This design comes from an exercise in tuning for small area, a short achievable clock period and few clock cycles per item on the open sky130 flow, not from production work.
In this exercise RTL edits were held to simulation tests only and were not proved equivalent to the original.

## hsb_to_rgb_converter
module hsb_to_rgb_converter
(
    input  logic               clk,
    input  logic               rst_n,
    input  logic               in_valid,
    output logic               in_ready,
    input  logic [HUE_W-1:0]   hue_degrees,
    input  logic [PCT_W-1:0]   saturation_pct,
    input  logic [PCT_W-1:0]   brightness_pct,
    output logic               out_valid,
    input  logic               out_ready,
    output logic [LEVEL_W-1:0] red_level,
    output logic [LEVEL_W-1:0] green_level,
    output logic [LEVEL_W-1:0] blue_level
);
    logic advance;
    logic s2_valid_reg;
    logic s3_valid_reg;
    logic s4_valid_reg;
    logic out_valid_reg;
    logic [RAW_W-1:0] raw_in;
    logic [6:0] f_b, f_s, f_c;
    logic [5:0] f_rp;
    logic [2:0] f_sec;
    logic [6:0] b2_reg, s2_reg, c2_reg;
    logic [5:0] rp2_reg;
    logic [2:0] sec2_reg;
    logic [12:0] l2_x;
    logic [13:0] l2_bc;
    logic [12:0] x3_reg;
    logic [13:0] bc3_reg;
    logic [6:0]  b3_reg;
    logic [2:0]  sec3_reg;
    logic [19:0] l3_q;
    logic [7:0]  l3_vp;
    logic [7:0]  l3_vb;
    logic [19:0] q4_reg;
    logic [7:0]  vp4_reg;
    logic [7:0]  vb4_reg;
    logic [2:0]  sec4_reg;
    logic [LEVEL_W-1:0] l4_red;
    logic [LEVEL_W-1:0] l4_green;
    logic [LEVEL_W-1:0] l4_blue;
    assign raw_in    = {hue_degrees, saturation_pct, brightness_pct};
    assign advance   = !out_valid_reg || out_ready;
    assign in_ready  = advance;
    assign out_valid = out_valid_reg;
    always_ff @(posedge clk or negedge rst_n)
    begin
        if (!rst_n)
        begin
            s2_valid_reg  <= 1'b0;
            s3_valid_reg  <= 1'b0;
            s4_valid_reg  <= 1'b0;
            out_valid_reg <= 1'b0;
        end
        else if (advance)
        begin
            s2_valid_reg  <= in_valid;
            s3_valid_reg  <= s2_valid_reg;
            s4_valid_reg  <= s3_valid_reg;
            out_valid_reg <= s4_valid_reg;
        end
    end
    always_ff @(posedge clk)
    begin
        if (advance)
        begin
            b2_reg      <= f_b;
            s2_reg      <= f_s;
            c2_reg      <= f_c;
            rp2_reg     <= f_rp;
            sec2_reg    <= f_sec;
            x3_reg      <= l2_x;
            bc3_reg     <= l2_bc;
            b3_reg      <= b2_reg;
  ...
For scale: about 130 flip-flops, roughly 53 I/O pins, ~0.017 mm^2 of cells after synthesis.
==> module hsb_to_rgb_converter, before the edit <==
module hsb_to_rgb_converter
(
    input  logic               clk,
    input  logic               rst_n,
    input  logic               in_valid,
    output logic               in_ready,
    input  logic [HUE_W-1:0]   hue_degrees,
    input  logic [PCT_W-1:0]   saturation_pct,
    input  logic [PCT_W-1:0]   brightness_pct,
    output logic               out_valid,
    input  logic               out_ready,
    output logic [LEVEL_W-1:0] red_level,
    output logic [LEVEL_W-1:0] green_level,
    output logic [LEVEL_W-1:0] blue_level
);
    logic advance;
    logic s2_valid_reg;
    logic s3_valid_reg;
    logic s4_valid_reg;
    logic out_valid_reg;
    logic [RAW_W-1:0] raw_in;
    logic [6:0] f_b, f_s, f_c;
    logic [5:0] f_rp;
    logic [2:0] f_sec;
    logic [6:0] b2_reg, s2_reg, c2_reg;
    logic [5:0] rp2_reg;
    logic [2:0] sec2_reg;
    logic [12:0] l2_x;
    logic [13:0] l2_bc;
    logic [12:0] x3_reg;
    logic [13:0] bc3_reg;
    logic [6:0]  b3_reg;
    logic [2:0]  sec3_reg;
    logic [19:0] l3_q;
    logic [7:0]  l3_vp;
    logic [7:0]  l3_vb;
    logic [19:0] q4_reg;
    logic [7:0]  vp4_reg;
    logic [7:0]  vb4_reg;
    logic [2:0]  sec4_reg;
    logic [LEVEL_W-1:0] l4_red;
    logic [LEVEL_W-1:0] l4_green;
    logic [LEVEL_W-1:0] l4_blue;
    assign raw_in    = {hue_degrees, saturation_pct, brightness_pct};
    assign advance   = !out_valid_reg || out_ready;
    assign in_ready  = advance;
    assign out_valid = out_valid_reg;
    always_ff @(posedge clk or negedge rst_n)
    begin
        if (!rst_n)
        begin
            s2_valid_reg  <= 1'b0;
            s3_valid_reg  <= 1'b0;
            s4_valid_reg  <= 1'b0;
            out_valid_reg <= 1'b0;
        end
        else if (advance)
        begin
            s2_valid_reg  <= in_valid;
            s3_valid_reg  <= s2_valid_reg;
            s4_valid_reg  <= s3_valid_reg;
            out_valid_reg <= s4_valid_reg;
        end
    end
    always_ff @(posedge clk)
    begin
        if (advance)
        begin
            b2_reg      <= f_b;
            s2_reg      <= f_s;
            c2_reg      <= f_c;
            rp2_reg     <= f_rp;
            sec2_reg    <= f_sec;
            x3_reg      <= l2_x;
            bc3_reg     <= l2_bc;
            b3_reg      <= b2_reg;
            sec3_reg    <= sec2_reg;
            q4_reg      <= l3_q;
            vp4_reg     <= l3_vp;
            vb4_reg     <= l3_vb;
            sec4_reg    <= sec3_reg;
            red_level   <= l4_red;
            green_level <= l4_green;
            blue_level  <= l4_blue;
        end
    end
    hsbrgb_front u_front
    (
        .h    (raw_in[RAW_W-1 -: HUE_W]),
        .s_in (raw_in[2*PCT_W-1 -: PCT_W]),
        .b_in (raw_in[PCT_W-1:0]),
        .b    (f_b),
        .s    (f_s),
        .c    (f_c),
        .rp   (f_rp),
        .sec  (f_sec)
    );
    hsbrgb_l2 u_l2
    (
        .b  (b2_reg),
        .s  (s2_reg),
        .c  (c2_reg),
        .rp (rp2_reg),
        .x  (l2_x),
        .bc (l2_bc)
    );
    hsbrgb_l3 u_l3
    (
        .b  (b3_reg),
        .x  (x3_reg),
        .bc (bc3_reg),
        .q  (l3_q),
        .vp (l3_vp),
        .vb (l3_vb)
    );
    hsbrgb_l4 u_l4
    (
        .q     (q4_reg),
        .vb    (vb4_reg),
        .vp    (vp4_reg),
        .sec   (sec4_reg),
        .red   (l4_red),
        .green (l4_green),
        .blue  (l4_blue)
    );
endmodule
clock: 10.0 ns
lec_check: 0
abc_clock_period_in_ps: 3000
cap_margin: 20
core_margin: 2
core_utilization: 40
setup_slack_margin: 5
slew_margin: 20
run.sh (not shown) runs the stock make flow with config.mk's settings and CLKGATE_MAP_FILE= SYNTH_SCRIPT=/design/flow/synth_recipe.tcl, a recipe that flattens the netlist after the stock synthesis.
Testbench counts at the start, summed over its fixed seeds: cycles 24,024, items 24,000.
Then changed:
--- a/flow/design.v
+++ b/flow/design.v
@@ -740,12 +740,17 @@
     output logic [LEVEL_W-1:0] green_level,
     output logic [LEVEL_W-1:0] blue_level
 );
     logic advance;
+    logic accept;
+    logic skid_valid_reg;
+    logic in_ready_reg;
     logic s2_valid_reg;
     logic s3_valid_reg;
     logic s4_valid_reg;
     logic out_valid_reg;
+    logic [RAW_W-1:0] skid_reg;
+    logic [RAW_W-1:0] s1_raw;
     logic [RAW_W-1:0] raw_in;
     logic [6:0] f_b, f_s, f_c;
     logic [5:0] f_rp;
     logic [2:0] f_sec;
@@ -769,29 +774,44 @@
     logic [LEVEL_W-1:0] l4_green;
     logic [LEVEL_W-1:0] l4_blue;
     assign raw_in    = {hue_degrees, saturation_pct, brightness_pct};
     assign advance   = !out_valid_reg || out_ready;
-    assign in_ready  = advance;
+    assign in_ready  = in_ready_reg;
+    assign accept    = in_valid && !skid_valid_reg;
     assign out_valid = out_valid_reg;
+    assign s1_raw    = skid_valid_reg ? skid_reg : raw_in;
     always_ff @(posedge clk or negedge rst_n)
     begin
         if (!rst_n)
         begin
-            s2_valid_reg  <= 1'b0;
-            s3_valid_reg  <= 1'b0;
-            s4_valid_reg  <= 1'b0;
-            out_valid_reg <= 1'b0;
+            skid_valid_reg <= 1'b0;
+            in_ready_reg   <= 1'b1;
+            s2_valid_reg   <= 1'b0;
+            s3_valid_reg   <= 1'b0;
+            s4_valid_reg   <= 1'b0;
+            out_valid_reg  <= 1'b0;
         end
         else if (advance)
         begin
-            s2_valid_reg  <= in_valid;
-            s3_valid_reg  <= s2_valid_reg;
-            s4_valid_reg  <= s3_valid_reg;
-            out_valid_reg <= s4_valid_reg;
+            skid_valid_reg <= 1'b0;
+            in_ready_reg   <= 1'b1;
+            s2_valid_reg   <= accept || skid_valid_reg;
+            s3_valid_reg   <= s2_valid_reg;
+            s4_valid_reg   <= s3_valid_reg;
+            out_valid_reg  <= s4_valid_reg;
+        end
+        else if (accept)
+        begin
+            skid_valid_reg <= 1'b1;
+            in_ready_reg   <= 1'b0;
         end
     end
     always_ff @(posedge clk)
     begin
+        if (accept && !advance)
+        begin
+            skid_reg <= raw_in;
+        end
         if (advance)
         begin
             b2_reg      <= f_b;
             s2_reg      <= f_s;
@@ -812,11 +832,11 @@
         end
     end
     hsbrgb_front u_front
     (
-        .h    (raw_in[RAW_W-1 -: HUE_W]),
-        .s_in (raw_in[2*PCT_W-1 -: PCT_W]),
-        .b_in (raw_in[PCT_W-1:0]),
+        .h    (s1_raw[RAW_W-1 -: HUE_W]),
+        .s_in (s1_raw[2*PCT_W-1 -: PCT_W]),
+        .b_in (s1_raw[PCT_W-1:0]),
         .b    (f_b),
         .s    (f_s),
         .c    (f_c),
         .rp   (f_rp),
The new run produced a clean layout. Sequential share of layout area rises by 3.3 points. Wire length rises by about 2.6%. Die area came out higher by 5.0%. Utilization is lower by 1.3 points. Cell area climbs by about 2.3%. Worst setup slack improves by 0.16 ns. Via count barely changes. Global-route usage is about the same. Hold slack gets better by 0.0073 ns.
Testbench counts after the change, summed over its fixed seeds: cycles 24,024, items 24,000.

* * *

Another version of the RTL of hsb_to_rgb_converter (not shown whole).
For scale: ~130 flip-flops, about 53 I/O pins.
==> module hsb_to_rgb_converter, before the edit <==
module hsb_to_rgb_converter
(
    input  logic               clk,
    input  logic               rst_n,
    input  logic               in_valid,
    output logic               in_ready,
    input  logic [HUE_W-1:0]   hue_degrees,
    input  logic [PCT_W-1:0]   saturation_pct,
    input  logic [PCT_W-1:0]   brightness_pct,
    output logic               out_valid,
    input  logic               out_ready,
    output logic [LEVEL_W-1:0] red_level,
    output logic [LEVEL_W-1:0] green_level,
    output logic [LEVEL_W-1:0] blue_level
);
    logic advance;
    logic s2_valid_reg;
    logic s3_valid_reg;
    logic s4_valid_reg;
    logic out_valid_reg;
    logic [RAW_W-1:0] raw_in;
    logic [6:0] f_b, f_s;
    logic [5:0] f_rp;
    logic [2:0] f_sec;
    logic [6:0] b2_reg, s2_reg;
    logic [5:0] rp2_reg;
    logic [2:0] sec2_reg;
    logic [12:0] l2_x;
    logic [13:0] l2_bc;
    logic [12:0] x3_reg;
    logic [13:0] bc3_reg;
    logic [6:0]  b3_reg;
    logic [2:0]  sec3_reg;
    logic [19:0] l3_q;
    logic [7:0]  l3_vp;
    logic [7:0]  l3_vb;
    logic [19:0] q4_reg;
    logic [7:0]  vp4_reg;
    logic [7:0]  vb4_reg;
    logic [2:0]  sec4_reg;
    logic [7:0] l4_vm;
    logic [7:0] vb_out_reg;
    logic [7:0] vm_out_reg;
    logic [7:0] vp_out_reg;
    logic [2:0] sec_out_reg;
    assign raw_in    = {hue_degrees, saturation_pct, brightness_pct};
    assign advance   = !out_valid_reg || out_ready;
    assign in_ready  = advance;
    assign out_valid = out_valid_reg;
    always_ff @(posedge clk or negedge rst_n)
    begin
        if (!rst_n)
        begin
            s2_valid_reg  <= 1'b0;
            s3_valid_reg  <= 1'b0;
            s4_valid_reg  <= 1'b0;
            out_valid_reg <= 1'b0;
        end
        else if (advance)
        begin
            s2_valid_reg  <= in_valid;
            s3_valid_reg  <= s2_valid_reg;
            s4_valid_reg  <= s3_valid_reg;
            out_valid_reg <= s4_valid_reg;
        end
    end
    always_ff @(posedge clk)
    begin
        if (advance)
        begin
            b2_reg      <= f_b;
            s2_reg      <= f_s;
            rp2_reg     <= f_rp;
            sec2_reg    <= f_sec;
            x3_reg      <= l2_x;
            bc3_reg     <= l2_bc;
            b3_reg      <= b2_reg;
            sec3_reg    <= sec2_reg;
            q4_reg      <= l3_q;
            vp4_reg     <= l3_vp;
            vb4_reg     <= l3_vb;
            sec4_reg    <= sec3_reg;
            vb_out_reg  <= vb4_reg;
            vm_out_reg  <= l4_vm;
            vp_out_reg  <= vp4_reg;
            sec_out_reg <= sec4_reg;
        end
    end
    hsbrgb_front u_front
    (
        .h    (raw_in[RAW_W-1 -: HUE_W]),
        .s_in (raw_in[2*PCT_W-1 -: PCT_W]),
        .b_in (raw_in[PCT_W-1:0]),
        .b    (f_b),
        .s    (f_s),
        .rp   (f_rp),
        .sec  (f_sec)
    );
    hsbrgb_l2 u_l2
    (
        .b  (b2_reg),
        .s  (s2_reg),
        .rp (rp2_reg),
        .x  (l2_x),
        .bc (l2_bc)
    );
    hsbrgb_l3 u_l3
    (
        .b  (b3_reg),
        .x  (x3_reg),
        .bc (bc3_reg),
        .q  (l3_q),
        .vp (l3_vp),
        .vb (l3_vb)
    );
    hsbrgb_l4 u_l4
    (
        .q  (q4_reg),
        .vm (l4_vm)
    );
    hsbrgb_out u_out
    (
        .vb    (vb_out_reg),
        .vm    (vm_out_reg),
        .vp    (vp_out_reg),
        .sec   (sec_out_reg),
        .red   (red_level),
        .green (green_level),
        .blue  (blue_level)
    );
endmodule
Settings: LEC_CHECK=0, ABC_CLOCK_PERIOD_IN_PS=3000, CAP_MARGIN=20, CORE_MARGIN=2, CORE_UTILIZATION=40, CTS_BUF_LIST=sky130_fd_sc_hd__clkbuf_8, SETUP_SLACK_MARGIN=5, SLEW_MARGIN=20; clock period 10.0 ns.
standard.sh (not shown) runs the stock make flow with config.mk's settings and CLKGATE_MAP_FILE= SYNTH_SCRIPT=/design/flow/synth_recipe.tcl, a recipe that flattens the netlist after the stock synthesis.
==> flow/flow/run.sh <==
#!/bin/bash
set -euo pipefail
bash standard.sh SYNTH_ARGS=-noabc SETUP_SLACK_MARGIN=5.55 "BUFFER_PORTS_ARGS=-buffer_cell sky130_fd_sc_hd__buf_2" finish > layout.log 2>&1
Testbench counts at the start, summed over its fixed seeds: cycles 24,024, items 24,000.
Then changed:
--- a/flow/design.v
+++ b/flow/design.v
@@ -749,26 +749,26 @@
     logic [7:0] vb_out_reg;
     logic [7:0] vm_out_reg;
     logic [7:0] vp_out_reg;
     logic [2:0] sec_out_reg;
     assign raw_in    = {hue_degrees, saturation_pct, brightness_pct};
     assign advance   = !out_valid_reg || out_ready;
-    assign in_ready  = advance;
+    assign in_ready  = out_ready;
     assign out_valid = out_valid_reg;
     always_ff @(posedge clk or negedge rst_n)
     begin
         if (!rst_n)
         begin
             s2_valid_reg  <= 1'b0;
             s3_valid_reg  <= 1'b0;
             s4_valid_reg  <= 1'b0;
             out_valid_reg <= 1'b0;
         end
         else if (advance)
         begin
-            s2_valid_reg  <= in_valid;
+            s2_valid_reg  <= in_valid && out_ready;
             s3_valid_reg  <= s2_valid_reg;
             s4_valid_reg  <= s3_valid_reg;
             out_valid_reg <= s4_valid_reg;
         end
     end
     always_ff @(posedge clk)
After rerunning: The changed run finished clean; cell count shrinks by 1.6%; routed wire length shrinks by about 1.8%; hold slack stays flat; cell area shrinks by 0.90%; area after synthesis shrinks by about 1.8%; die area shrinks by 1.8%; utilization grows by 0.73 points; count of clock-buffer cells in the layout is unchanged; sequential share of layout area grows by 0.19 points; maximum frequency shrinks by about 3%; setup slack loses 140 ps; register-to-register slack loses 230 ps.
Testbench counts after the change, summed over its fixed seeds: cycles 24,024, items 24,000.

==> static timing again, ports no longer ideal <==
The flow's constraints put no driver on any port. The routed layouts listed below were extracted and timed again, unchanged, in two steps.
Step 1 (the two cells are an assumption about what drives the block):
set clk [get_ports {clk}]
set_driving_cell -lib_cell sky130_fd_sc_hd__clkbuf_16 $clk
set_driving_cell -lib_cell sky130_fd_sc_hd__buf_2 [delete_from_list [all_inputs] $clk]
Step 2 adds t to the input delays and takes it off the output delays; t is the mean of the earliest and latest rising clock arrival at the registers after step 1. Input paths then give back, and output paths get back, about the clock's delay inside the block.
Three values: ideal, step 1, step 2; two values: the first two.
run	t, ns	setup WS [ns]	hold WS [ns]	worst setup path after step 2	cell pins on the clock port's net
the first run of note 1	0.480	4.984 / 4.984 / 4.800	0.413 / 0.413 / 0.413	input to register	1
the second run of note 1	0.497	5.148 / 5.148 / 5.148	0.420 / 0.420 / 0.420	register to register	1
the first run of note 2	0.500	5.569 / 5.550 / 5.550	0.420 / 0.420 / 0.420	input to output	1
the second run of note 2	0.510	5.433 / 5.433 / 5.433	0.418 / 0.418 / 0.418	register to register	1
After both steps every run listed still meets setup and hold. For the first run of note 1, which loses most, drivers alone change the setup slack by 0.000 ns; drivers and shift together by -0.184 ns.
